From an optimization exercise on the open Yosys and OpenROAD flow, aimed at small area; shortcuts taken in it are not production practice.
Function was checked by simulation only, so behaviour that the tests miss may differ from the original.
No activity file was given, so power comes from the tool's default toggle rates.

==> design.v <==
package wsk_pkg;
  localparam int unsigned KeyLen    = 24;
  localparam int unsigned HdrLen    = 19;
  localparam int unsigned AcceptLen = 28;
  function automatic logic [7:0] hdr_char(input logic [4:0] idx);
    logic [7:0] c;
    case (idx)
      5'd0:  c = "S";
      5'd1:  c = "e";
      5'd2:  c = "c";
      5'd3:  c = "-";
      5'd4:  c = "W";
      5'd5:  c = "e";
      5'd6:  c = "b";
      5'd7:  c = "S";
      5'd8:  c = "o";
      5'd9:  c = "c";
      5'd10: c = "k";
      5'd11: c = "e";
      5'd12: c = "t";
      5'd13: c = "-";
      5'd14: c = "K";
      5'd15: c = "e";
      5'd16: c = "y";
      5'd17: c = ":";
      5'd18: c = " ";
      default: c = 8'h00;
    endcase
    hdr_char = c;
  endfunction
  function automatic logic [7:0] b64_char(input logic [5:0] v);
    logic [7:0] c;
    if (v < 6'd26)      c = 8'("A") + 8'(v);
    else if (v < 6'd52) c = 8'("a") + 8'(v - 6'd26);
    else if (v < 6'd62) c = 8'("0") + 8'(v - 6'd52);
    else if (v == 6'd62) c = 8'("+");
    else                c = 8'("/");
    b64_char = c;
  endfunction
endpackage
module websocket_accept_key_engine (
  input  logic       clk_i,
  input  logic       rst_ni,
  input  logic       in_valid_i,
  output logic       in_stall_o,
  input  logic [7:0] rx_byte_i,
  output logic       out_valid_o,
  input  logic       out_stall_i,
  output logic [7:0] accept_char_o,
  output logic [4:0] char_index_o,
  output logic       last_o
);
  localparam logic [2:0] StHdr = 3'd0, StKey = 3'd1, StComp = 3'd2, StOut = 3'd3,
                         StDone = 3'd4;
  localparam logic [8*40-1:0] MsgTail = {"258EAFA5-E914-47DA-95CA-C5AB0DC85B11", 32'h80000000};
  localparam logic [255:0] H0Bytes =
    {96'h0, 160'h67452301_EFCDAB89_98BADCFE_10325476_C3D2E1F0};
  logic [2:0]   state_q;
  logic [9:0]   cnt_q;
  logic [511:0] ring_q;
  logic [23:0]  dl_q;
  logic [159:0] s_q, h_q;
  logic [2:0]   cy_q;
  logic [1:0]   bsv_q;
  logic [1:0] c;
  logic comp, load, r1, r2, rnd, ff1, genw, key_en, in_acc, out_acc;
  logic [9:0] rc;
  assign c       = cnt_q[1:0];
  assign comp    = (state_q == StComp);
  assign load    = comp && (cnt_q < 10'd64);
  assign r1      = comp && (cnt_q >= 10'd64)  && (cnt_q < 10'd384);
  assign ff1     = comp && (cnt_q >= 10'd384) && (cnt_q < 10'd404);
  assign r2      = comp && (cnt_q >= 10'd404) && (cnt_q < 10'd724);
  assign rnd     = r1 || r2;
  assign genw    = load || (comp && (cnt_q >= 10'd340) && (cnt_q < 10'd404));
  assign rc      = cnt_q - (r1 ? 10'd64 : 10'd404);
  assign in_stall_o  = !(state_q == StHdr || state_q == StKey || state_q == StDone);
  assign in_acc      = in_valid_i && !in_stall_o;
  assign out_valid_o = (state_q == StOut);
  assign out_acc     = out_valid_o && !out_stall_i;
  assign key_en      = (state_q == StKey && in_acc) || (comp && !load);
  logic [7:0] gen_w, gen_h;
  always_comb begin
    gen_w = 8'h00;
    if (cnt_q >= 10'd24 && cnt_q < 10'd64) gen_w = MsgTail[8*(63 - cnt_q[5:0]) +: 8];
    if (cnt_q == 10'd402) gen_w = 8'h01;
    if (cnt_q == 10'd403) gen_w = 8'hE0;
    gen_h = H0Bytes[8*(cnt_q[4:0] - 5'd12) +: 8];
  end
  logic [7:0] bb, cc, dd, ee, a5, f, kc, wv, t;
  logic [10:0] sum;
  assign bb = s_q[103:96];
  assign cc = s_q[71:64];
  assign dd = s_q[39:32];
  assign ee = s_q[7:0];
  assign a5 = {s_q[130:128], (c == 2'd0) ? s_q[159:155] : s_q[127:123]};
  always_comb begin
    logic [31:0] k;
    if (rc < 10'd80) begin
      f = (bb & cc) | (~bb & dd);          k = 32'h5A827999;
    end else if (rc < 10'd160) begin
      f = bb ^ cc ^ dd;                    k = 32'h6ED9EBA1;
    end else if (rc < 10'd240) begin
      f = (bb & cc) | (bb & dd) | (cc & dd); k = 32'h8F1BBCDC;
    end else begin
      f = bb ^ cc ^ dd;                    k = 32'hCA62C1D6;
    end
    kc = k[8*c +: 8];
    case (c)
      2'd0: wv = ring_q[31:24];
      2'd1: wv = ring_q[15:8];
      2'd2: wv = dl_q[7:0];
      default: wv = dl_q[23:16];
    endcase
    if (rnd) sum = 11'(a5) + 11'(f) + 11'(ee) + 11'(kc) + 11'(wv) + ((c == 2'd0) ? 11'd0 : 11'(cy_q));
    else     sum = 11'(ee) + 11'(h_q[7:0]) + ((c == 2'd0) ? 11'd0 : 11'(cy_q));
  end
  assign t = sum[7:0];
  logic [7:0] x, wnew;
  logic       xb;
  assign x  = ring_q[7:0] ^ ring_q[71:64] ^ ring_q[263:256] ^ ring_q[423:416];
  assign xb = (c == 2'd3) ? (dl_q[23] ^ ring_q[47] ^ ring_q[239] ^ ring_q[399])
                          : (ring_q[15] ^ ring_q[79] ^ ring_q[271] ^ ring_q[431]);
  assign wnew = {x[6:0], xb};
  logic [7:0] rot_b, s_top, h_top, w_top;
  assign rot_b = (c == 2'd3) ? {bsv_q, s_q[103:98]} : s_q[105:98];
  assign s_top = load ? gen_h : t;
  assign h_top = load ? gen_h : (ff1 ? t : h_q[7:0]);
  assign w_top = genw ? gen_w : (rnd ? wnew : t);
  always_ff @(posedge clk_i) begin
    s_q   <= {s_top, s_q[159:104], rnd ? rot_b : s_q[103:96], s_q[95:8]};
    h_q   <= {h_top, h_q[159:8]};
    cy_q  <= sum[10:8];
    if (c == 2'd0) bsv_q <= s_q[97:96];
    dl_q  <= {dl_q[15:0], ring_q[7:0]};
    ring_q[511:192] <= {w_top, ring_q[511:200]};
    if (key_en) ring_q[191:0] <= {(state_q == StKey) ? rx_byte_i : ring_q[199:192], ring_q[191:8]};
  end
  always_ff @(posedge clk_i or negedge rst_ni) begin
    if (!rst_ni) begin
      state_q <= StHdr; cnt_q <= '0;
    end else begin
      case (state_q)
        StHdr: if (in_acc) begin
          if (rx_byte_i == wsk_pkg::hdr_char(cnt_q[4:0])) begin
            if (cnt_q[4:0] == 5'(wsk_pkg::HdrLen - 1)) begin
              state_q <= StKey; cnt_q <= '0;
            end else cnt_q <= cnt_q + 10'd1;
          end else cnt_q <= (rx_byte_i == 8'h53) ? 10'd1 : 10'd0;
        end
        StKey: if (in_acc) begin
          if (cnt_q[4:0] == 5'(wsk_pkg::KeyLen - 1)) begin
            state_q <= StComp; cnt_q <= '0;
          end else cnt_q <= cnt_q + 10'd1;
        end
        StComp: begin
          if (cnt_q == 10'd787) begin
            state_q <= StOut; cnt_q <= '0;
          end else cnt_q <= cnt_q + 10'd1;
        end
        StOut: if (out_acc) begin
          if (last_o) state_q <= StDone;
          else cnt_q <= cnt_q + 10'd1;
        end
        default: ;
      endcase
    end
  end
  logic [5:0] digit;
  always_comb begin
    digit = 6'd0;
    for (int i = 0; i < 26; i++)
      if (cnt_q[4:0] == 5'(i)) digit = ring_q[159-6*i -: 6];
    if (cnt_q[4:0] == 5'd26) digit = {ring_q[3:0], 2'b00};
  end
  assign char_index_o  = cnt_q[4:0];
  assign last_o        = (cnt_q[4:0] == 5'(wsk_pkg::AcceptLen));
  assign accept_char_o = last_o ? 8'h00 :
                         (cnt_q[4:0] == 5'(wsk_pkg::AcceptLen - 1) ? 8'("=") : wsk_pkg::b64_char(digit));
endmodule
==> run.sh <==
#!/bin/bash
# synth_recipe.tcl (not shown) runs the flow's synth.tcl, then flattens the netlist and writes it again
# the make line also repeats each setting of config.mk as NAME=value (left out here)
make -C /OpenROAD-flow-scripts/flow DESIGN_CONFIG=/design/flow/config.mk WORK_HOME=/design/flow/orfs CLKGATE_MAP_FILE= SYNTH_SCRIPT=/design/flow/synth_recipe.tcl finish
==> config.mk <==
export PLATFORM = sky130hd
export DESIGN_NAME = websocket_accept_key_engine
export DESIGN_NICKNAME = websocket_accept_key_engine
export VERILOG_FILES = /design/flow/design.v
export SDC_FILE = /design/flow/constraint.sdc
export NUM_CORES = 4
export LEC_CHECK = 0
export CAP_MARGIN = 20
export CORE_MARGIN = 2
export CORE_UTILIZATION = 40
export SLEW_MARGIN = 20
==> constraint.sdc <==
create_clock -name core_clock -period 10.0 [get_ports {clk_i}]
set_input_delay 2.0000 -clock core_clock [delete_from_list [all_inputs] [get_ports {clk_i}]]
set_output_delay 2.0000 -clock core_clock [all_outputs]
set_load 0.01 [all_outputs]
==> results.txt <==
-- metal layers --
metal	vias to the layer above	share of wire (%)
li1	7245	-
met1	7438	47
met2	557	44
met3	106	6.5
met4	2	2.6
met5	-	0.015
-- cell type report --
class | instances | area, µm² | area share, %
sequential | 874 | 19500 | 62.3
multi-input combinational | 986 | 7180 | 22.9
clock buffer | 110 | 2330 | 7.45
tap | 873 | 1090 | 3.49
clock inverter | 44 | 519 | 1.66
timing repair buffer | 45 | 418 | 1.33
inverter | 71 | 267 | 0.851
-- path summary, 6_finish.rpt --
kind / start / cells after the start / slack, ns / end
worst max-delay path: cnt_q[1] / 18 / 1.18 / accept_char_o[2]
worst min-delay path: s_q[48] / 0 / 0.30 / s_q[40]
worst max register to register: state_q[1] / 25 / 2.26 / h_q[159]
worst min register to register: s_q[48] / 0 / 0.30 / s_q[40]
max in group asynchronous: rst_ni / 1 / 7.69 / cnt_q[4]
min in group asynchronous: rst_ni / 1 / 1.80 / cnt_q[9]
-- stage by stage --
stage | cell area (µm²) | util (%) | std cells | hold slack, ns
2_1_floorplan | 27400 | - | 2019 | 0.310
3_3_place_gp | 28500 | 42.1 | 2849 | 0.310
3_5_place_dp | 28500 | 42.1 | 2849 | 0.312
4_1_cts | 31300 | 46.4 | 3003 | 0.303
5_1_grt | 31300 | 46.4 | 3003 | 0.319
6_report | 31300 | 46.4 | 3003 | 0.301
-- power breakdown --
part / total, mW / switching (mW) / internal, mW / leakage, nW
combinational: 0.00943 / 0.00446 / 0.00497 / 3.22
sequential: 3.59 / 0 / 3.59 / 6.65
clock: 3.17 / 1.34 / 1.83 / 1.39
total: 6.77 / 1.35 / 5.42 / 11.3
-- state kept, by name (all words and copies together), names as in the netlist --
register and flops:
cy_q 3, h_q 160, s_q 160, cnt_q 10
state_q 3, dl_q 24, ring_q 512, bsv_q 2
-- cells by family after synthesis --
kind of cell | count (synthesis) | synth area share, %
flops | 874 | 71.2
compound gates | 419 | 10.5
simple gates | 381 | 7.01
buf+inv | 159 | 2.62
fa+ha+maj | 90 | 5.18
xor+xnor | 54 | 1.73
mux | 42 | 1.76
-- cells in the final DEF, fill, tap and decap left out, types with 11 or more instances in the layout --
| master | netlist | routed |
|---|---|---|
| a211oi_1 | 18 | 18 |
| o221ai_1 | 14 | 14 |
| o31ai_1 | 17 | 17 |
| mux2_2 | 18 | 18 |
| buf_4 | 12 | 17 |
| mux2i_1 | 21 | 21 |
| a21oi_1 | 94 | 94 |
| nand3_1 | 38 | 38 |
| dfrtp_1 | 13 | 12 |
| and3_1 | 12 | 12 |
| xnor2_1 | 39 | 39 |
| fa_1 | 39 | 39 |
| nand2b_1 | 24 | 24 |
| and2_1 | 11 | 11 |
| edfxtp_1 | 194 | 194 |
| xor2_1 | 15 | 15 |
| dfxtp_1 | 667 | 667 |
| nor3_1 | 18 | 18 |
| clkbuf_16 | 0 | 85 |
| inv_1 | 65 | 65 |
| clkbuf_8 | 0 | 11 |
| o21ai_0 | 103 | 102 |
| ha_1 | 51 | 48 |
| clkinv_2 | 0 | 14 |
| clkbuf_1 | 42 | 14 |
| nor2_1 | 84 | 84 |
| nor2b_1 | 26 | 26 |
| nand2_1 | 110 | 110 |
| clkdlybuf4s50_1 | 0 | 27 |
-- worst max-delay path: cells and delay by family, from the launching register on --
kind,cells,cell delay (ns)
AOI/OAI and AO/OA,7,2.10
and+or+nand+nor,4,0.56
DFF,1,0.86
buffers and inverters,4,1.62
adders and majority gates,2,0.86
xor gates and xnor gates,1,0.15
==> impl_results.md <==
- H-tree lvl count: 3
- Row count: 95
- CORE AREA: slightly below 70000 µm²
- Initial antenna violation count: 1
- Place WS: between 1.5 and 2 ns
- Mapped Nets: around 2100
- Worst-path cell chain: clkinv_1 -> ha_2 -> buf_4 -> nor2b_1 -> a221o_1 -> a41oi_1 -> nor4_1 -> o31ai_1 -> a31oi_1 -> a31oi_2 -> inv_1 -> ha_1 -> xor2_1 -> and2_1 -> a211oi_1 -> nor3_1 -> a311oi_1 -> clkdlybuf4s50_1
- Min-Delay Path Class: register to register
- # resized after CTS: 0
- Initial core utilization: between 40% and 50%
- Layout cells sized above 1: between 10% and 20%
- GRT Util Overall: 16.5%
- Area delta synth->final: 14.4%
- Routed vias: between 15000 and 20000
- Post-route ant nets: 0
- Port bufs: 27
- Setup bufs post-CTS: 0
- FFs w/ async S/R, synth: under 10%
- Clock latency (worst-skew pair): 0.63 ns
- Setup crit end kind: output pin
- Rel. slew slack: about a quarter
- Synth top area cells: dfxtp_1, edfxtp_1, fa_1
- Pin count of the biggest net entering global routing: 193
- N_diodes: 0
- CTS buffer count: 83
- DR vias/cell: ~5
- Final nets: around 2200
- Period utilisation layout: 88.2%
- Synth Instances: 2019
- Setup TNS: 0 ns
- GPL Wtd Cong: 0.924
- Crit Path Class: register to output pin
- Crit path time final: between 8 and 9 ns
- Number of global-route vias before repair: between 15000 and 20000
- Unrepaired setup endpoints after global routing: false
- Peak supply drop: between 0.15 and 0.2 mV
- Hpwl dp: approximately 39 mm
- Slew Viols, Final: 0
- Residual DRC count: 0
- Post-CTS Hold Fix Bufs: 0
- Detailed Route WL: 58.1 mm
- Die extent in x: 266 µm
- F_max: approximately 110 MHz
- Final hold vios: 0
- Critical path's largest stage delay: 0.86 ns
- Worst path slowest cell: dfrtp_1
- Synth cell count leaders: dfxtp_1, edfxtp_1, nand2_1
- Yosys reg bits: between 800 and 900
- Slew @ Worst Pin: about 1.1 ns
- Synth top area share: 48.8%
- Die height: roughly 270 µm
- Status: complete, no violations
- Met2 usage: between 20% and 30%
- CP required: approximately 8.0 ns
- Grt ovf: 0
- Final Total Pwr: about 6.8 mW
- Busiest layer in global routing: met2
- Synth area leader: dfxtp_1
- DRT Pass-1 Iters: 8
- Sequential share of the synthesized area: between 70% and 80%
- I/O Pins: 28
- Post-synth EDFFs: a little under 200
- Clk pin slew, worst setup/hold paths: about 0.06 ns
- CTS tree: yes
- Clk buf depth: 3
- Synth unique cells: 94
- Final setup viols: 0
- Max Cap Viol: 0
- Arrival time worst endpoint: a little under 7 ns
- Die area: 70500 µm²
- Most frequent cell after synthesis: dfxtp_1
- GR Util met3: between 3 and 4%
- Syn. warnings: 1
- Final setup margin: roughly 1.2 ns
- Avg Cell Area, Syn: between 10 and 15 µm²
- Critical-path maximum fanout: 27
- Clock sinks: approximately 900
- P per Cell Area: 216 nW/µm²
- Root buf cell: clkbuf_16
- First-pass GRT wire length: 89.3 mm
- Layout Skew: roughly 0.037 ns
- Met1 Track Usage GR: between 20% and 30%
- Crit path launch type: register
- Leakage: between 10 and 15 nW
- Fill count: 5985
- Synthesized area: around 27000 µm²
- Wire per inst: between 15 and 20 µm
- Prevailing post-synth register cell: dfxtp_1
- DR iter-0 viols: ~1500

[port drivers added, routing unchanged]
No port has a modelled driver above. Below, the same layout with a new extraction and two added sets of constraints. Step 1: set_driving_cell puts a clkbuf_16 on clk_i and a buf_2 on each other input, an assumption about the parent block. Step 2 also shifts input and output timing later by t, the mid clock arrival at the registers, as if the neighbouring blocks saw the same clock. a / b / c = no drivers / after step 1 / after step 2; a / b = the first two.
t (ns): 0.678
slack for setup (ns): 1.177 / 1.116 / 1.794
worst setup path after step 2: register to output
cell pins on the clock port's net: 1
After both steps this run still meets setup and hold. The setup slack of this run moves by -0.061 ns with the drivers and by +0.617 ns with both steps.
